This is an optimization exercise on Yosys and OpenROAD, whose aim is small area, a short achievable clock period and few clock cycles per item, not a production implementation.

==> flow/design.v <==
module ccu_muldiv_seq (
    input  logic        clk,
    input  logic        rst,
    input  logic        start,
    input  logic [7:0]  alu_mode,
    input  logic [31:0] src1,
    input  logic [31:0] src2,
    input  logic        flush,
    output logic        stall,
    output logic        done,
    output logic [31:0] result,
    output logic        ccu_ans_mux_sel,
    output logic [1:0]  state_dbg
);
    localparam logic [1:0] S_IDLE = 2'd0, S_MUL = 2'd1, S_DIV = 2'd2, S_DONE = 2'd3;
    localparam logic [1:0] P_PREP = 2'd0, P_INIT = 2'd1, P_STEP = 2'd2, P_FIX = 2'd3;
    function automatic logic [31:0] smear(input logic [31:0] x);
        for (int i = 31; i >= 0; i--)
            smear[i] = (i == 31) ? x[31] : (x[i] | smear[i + 1]);
    endfunction
    function automatic logic [5:0] tlen(input logic [31:0] t);
        logic [32:0] te;
        tlen = 6'd0;
        te = {1'b0, t};
        for (int i = 0; i < 32; i++)
            if (te[i] & ~te[i + 1]) tlen = 6'(i + 1);
    endfunction
    logic [1:0]  state, ph;
    logic [5:0]  ptr;        
    logic [31:0] M;          
    logic [31:0] D;          
    logic [31:0] R;          
    logic [31:0] H;          
    logic [4:0]  hc;         
    logic [2:0]  op_r;
    logic        dz_r, msign, dsign, sel_r, fix;
    logic        c_one, c_two, c_neg, c_x, c_xz, dbit;
    logic        h_one, h_two, h_neg;
    logic [2:0]  op;
    logic        is_md, accept;
    assign op     = alu_mode[2:0];
    assign is_md  = (alu_mode[7:4] == 4'h4);
    assign accept = (state == S_IDLE) & start & is_md & ~flush;
    logic        prep, s1, s2, neg1, neg2, swap, early, negr;
    logic [31:0] S1, S2;
    logic [8:0]  T1, T2, Tm, L;
    logic [5:0]  w1, w2;
    logic [6:0]  ip1, cmpa;
    logic [36:0] fx;
    logic [4:0]  wfirst;
    logic [3:0]  jbin;
    assign prep  = (ph == P_PREP);
    assign s1    = op_r[2] ? ~op_r[0] : (op_r[1:0] != 2'b11);
    assign s2    = op_r[2] ? ~op_r[0] : ~op_r[1];
    assign neg1  = s1 & M[31];
    assign neg2  = s2 & D[31];
    assign S1    = smear(M ^ {32{neg1}});
    assign S2    = smear(D ^ {32{neg2}});
    always_comb begin
        T1[0] = 1'b1;
        T2[0] = 1'b1;
        for (int k = 1; k < 9; k++) begin
            T1[k] = S1[4 * k - 1];
            T2[k] = S2[4 * k - 1];
        end
    end
    assign Tm    = T1 & T2;
    assign L     = Tm & ~{1'b0, Tm[8:1]};
    assign swap  = |(T1 & ~T2);
    assign fx    = swap ? {{4{s2 & D[31]}}, D, 1'b0} : {{4{s1 & M[31]}}, M, 1'b0};
    always_comb begin
        wfirst = 5'd0;
        jbin   = 4'd0;
        for (int k = 0; k < 9; k++) begin
            wfirst = wfirst | ({5{L[k]}} & fx[4 * k +: 5]);
            jbin   = jbin | ({4{L[k]}} & 4'(k));
        end
    end
    assign w1    = tlen(S1);
    assign w2    = tlen(S2);
    assign cmpa  = {1'b0, w1} + {6'd0, neg1};
    assign ip1   = cmpa - {1'b0, w2} + 7'd1;
    assign early = dz_r | (cmpa < {1'b0, w2});
    assign negr  = op_r[1] ? neg1 : (neg1 ^ neg2);
    logic        is_div, last, ge;
    logic [5:0]  pn;
    logic [31:0] xres, hsum;
    logic [36:0] mx, dext, mag, hmag, ya, yh, xa, sum;
    logic [4:0]  win;
    assign is_div = state[1];
    assign last   = (ptr == 6'd0);
    assign pn     = ptr - 6'd1;
    assign mx     = {{4{msign & M[31]}}, M, 1'b0};
    assign win    = mx[{pn[3:0], 2'b00} +: 5];
    assign dext   = {{5{dsign & D[31]}}, D};
    assign xres   = sel_r ? R : H;
    assign mag  = c_one ? dext
                : c_two ? {dext[35:0], 1'b0}
                : c_x   ? {5'd0, xres}
                : 37'd0;
    assign hmag = h_one ? dext
                : h_two ? {dext[35:0], 1'b0}
                : 37'd0;
    assign ya  = mag ^ {37{c_neg}};
    assign yh  = {hmag[34:0] ^ {35{h_neg}}, 2'b00};
    assign xa  = c_xz ? 37'd0
               : is_div ? {3'd0, R, dbit, 1'b0}
               : {5'd0, R[27:0], 1'b0, h_neg, 2'b00};
    assign sum = xa + ya + yh + {36'd0, c_neg};
    assign ge  = ~sum[36];
    assign hsum = H + {{27{hc[4]}}, hc};
    always_ff @(posedge clk or posedge rst) begin
        if (rst) begin
            state <= S_IDLE;
        end else begin
            case (state)
                S_IDLE: if (accept) state <= op[2] ? S_DIV : S_MUL;
                S_MUL, S_DIV: begin
                    if (flush)
                        state <= S_IDLE;
                    else if ((prep & is_div & early) || ph == P_FIX ||
                             (ph == P_STEP && last && !fix))
                        state <= S_DONE;
                end
                default: state <= S_IDLE;
            endcase
        end
    end
    logic dneg;
    assign dneg = dsign & D[31];
    always_ff @(posedge clk) begin
        ptr  <= pn;
        dbit <= M[pn[4:0]] & ~pn[5];
        hc   <= (state == S_MUL) ? sum[36:32] : 5'd0;
        R     <= sum[31:0];
        H     <= {hsum[27:0], R[31:28]};
        c_one <= win[1] ^ win[0];
        c_two <= (win[2] & ~win[1] & ~win[0]) | (~win[2] & win[1] & win[0]);
        c_neg <= win[2];
        h_one <= win[3] ^ win[2];
        h_two <= (win[4] & ~win[3] & ~win[2]) | (~win[4] & win[3] & win[2]);
        h_neg <= win[4];
        c_x   <= 1'b0;
        c_xz  <= 1'b0;
        case (state)
            S_IDLE: begin
                R     <= op[2] ? src1 : 32'd0;
                H     <= {32{op[2] & (src2 == 32'd0)}};
                c_one <= 1'b0;
                c_two <= 1'b0;
                c_neg <= op[2] & ~op[0] & src1[31];
                c_x   <= op[2];
                c_xz  <= op[2];
                h_one <= 1'b0;
                h_two <= 1'b0;
                h_neg <= 1'b0;
            end
            S_MUL: begin
                if (prep) begin
                    ptr   <= {2'b0, jbin};
                    c_one <= wfirst[1] ^ wfirst[0];
                    c_two <= (wfirst[2] & ~wfirst[1] & ~wfirst[0]) | (~wfirst[2] & wfirst[1] & wfirst[0]);
                    c_neg <= wfirst[2];
                    h_one <= wfirst[3] ^ wfirst[2];
                    h_two <= (wfirst[4] & ~wfirst[3] & ~wfirst[2]) | (~wfirst[4] & wfirst[3] & wfirst[2]);
                    h_neg <= wfirst[4];
                end
            end
            S_DIV: begin
                c_one <= 1'b0;
                c_two <= 1'b1;
                c_neg <= prep ? ~neg2 : ~dneg;
                h_one <= 1'b0;
                h_two <= 1'b0;
                h_neg <= 1'b0;
                H     <= {H[30:0], ge};
                case (ph)
                    P_PREP: begin
                        ptr <= ip1[5:0];
                        R   <= M;
                        H   <= {32{dz_r}};
                    end
                    P_INIT: begin
                        R   <= M >> ptr;
                        H   <= 32'd0;
                    end
                    P_STEP: begin
                        R <= ge ? sum[32:1] : {R[30:0], dbit};
                        if (last) begin
                            c_two <= 1'b0;
                            c_neg <= 1'b1;
                            c_x   <= 1'b1;
                            c_xz  <= 1'b1;
                        end
                    end
                    default: ;
                endcase
            end
            default: ;
        endcase
    end
    always_ff @(posedge clk) begin
        case (state)
            S_IDLE: begin
                M     <= src1;
                D     <= src2;
                op_r  <= op;
                dz_r  <= (src2 == 32'd0);
                ph    <= P_PREP;
                sel_r <= op[2] | (op[1:0] == 2'b00);
            end
            S_MUL: begin
                if (prep) begin
                    M     <= swap ? D : M;
                    D     <= swap ? M : D;
                    msign <= swap ? s2 : s1;
                    dsign <= swap ? s1 : s2;
                    fix   <= 1'b0;
                    ph    <= P_STEP;
                end else if (last) begin
                    ph    <= P_FIX;
                end
            end
            S_DIV: begin
                case (ph)
                    P_PREP: begin
                        M     <= sum[31:0];
                        sel_r <= op_r[1];
                        msign <= 1'b0;
                        dsign <= s2;
                        fix   <= negr;
                        ph    <= P_INIT;
                    end
                    P_INIT: ph <= P_STEP;
                    P_STEP: if (last) ph <= P_FIX;
                    default: sel_r <= 1'b1;
                endcase
            end
            default: ;
        endcase
    end
    assign result          = sel_r ? R : hsum;
    assign stall           = accept | (state == S_MUL) | (state == S_DIV);
    assign done            = (state == S_DONE);
    assign ccu_ans_mux_sel = done;
    assign state_dbg       = state;
endmodule
Settings: LEC_CHECK=0, CAP_MARGIN=20, CORE_MARGIN=2, CORE_UTILIZATION=40, SETUP_SLACK_MARGIN=5, SLEW_MARGIN=20; clock period 10.5 ns.
run.sh (not shown) runs the stock make flow with config.mk's settings and CLKGATE_MAP_FILE= SYNTH_SCRIPT=/design/flow/synth_recipe.tcl, a recipe that flattens the netlist after the stock synthesis.
Then changed:
--- a/flow/design.v
+++ b/flow/design.v
@@ -162,12 +162,13 @@
                     c_two <= (wfirst[2] & ~wfirst[1] & ~wfirst[0]) | (~wfirst[2] & wfirst[1] & wfirst[0]);
                     c_neg <= wfirst[2];
                     h_one <= wfirst[3] ^ wfirst[2];
                     h_two <= (wfirst[4] & ~wfirst[3] & ~wfirst[2]) | (~wfirst[4] & wfirst[3] & wfirst[2]);
                     h_neg <= wfirst[4];
                 end
+                if (ph == P_FIX) H <= hsum;
             end
             S_DIV: begin
                 c_one <= 1'b0;
                 c_two <= 1'b1;
                 c_neg <= prep ? ~neg2 : ~dneg;
                 h_one <= 1'b0;
@@ -212,13 +213,13 @@
             S_MUL: begin
                 if (prep) begin
                     M     <= swap ? D : M;
                     D     <= swap ? M : D;
                     msign <= swap ? s2 : s1;
                     dsign <= swap ? s1 : s2;
-                    fix   <= 1'b0;
+                    fix   <= (op_r[1:0] != 2'b00);
                     ph    <= P_STEP;
                 end else if (last) begin
                     ph    <= P_FIX;
                 end
             end
             S_DIV: begin
@@ -236,12 +237,12 @@
                     default: sel_r <= 1'b1;
                 endcase
             end
             default: ;
         endcase
     end
-    assign result          = sel_r ? R : hsum;
+    assign result          = xres;
     assign stall           = accept | (state == S_MUL) | (state == S_DIV);
     assign done            = (state == S_DONE);
     assign ccu_ans_mux_sel = done;
     assign state_dbg       = state;
 endmodule
=> The changed run completed without violations; cell area decreases by 4.6%; fmax grows by 9.8%; final cell count is lower by 3.4%; clock skew barely changes; flip-flop and latch count is unchanged.
Function was not checked in any run of this note: the RTL went through the layout flow alone.

-- separate check: timing with driven ports --
Ports are ideal in the flow. The routed layouts listed here were re-timed in OpenROAD.
Step 1: set_driving_cell puts a clkbuf_16 on clk and a buf_2 on each other input, an assumption about the parent block.
Step 2, shift: input delay + t, output delay - t, t = (earliest + latest rising clock arrival at the registers) / 2. This alone moves slack from input paths to output paths.
Slacks: no drivers / after step 1 / after step 2; pairs: no drivers / after step 1.
run	shift t [ns]	slack for setup (ns)	hold slack, ns	latest minus earliest clock arrival (ns)	worst register clock-pin slew, ns
the first run	0.543	4.534 / 4.471 / 4.607	0.548 / 0.548 / 0.548	0.014 / 0.014	0.07 / 0.07
the second run	0.555	5.066 / 5.043 / 5.043	0.640 / 0.640 / 0.640	0.012 / 0.012	0.08 / 0.08
After both steps setup and hold are still met in every run listed. The setup slack of the second run, which loses most, moves by -0.023 ns with the drivers and by -0.023 ns with both steps.
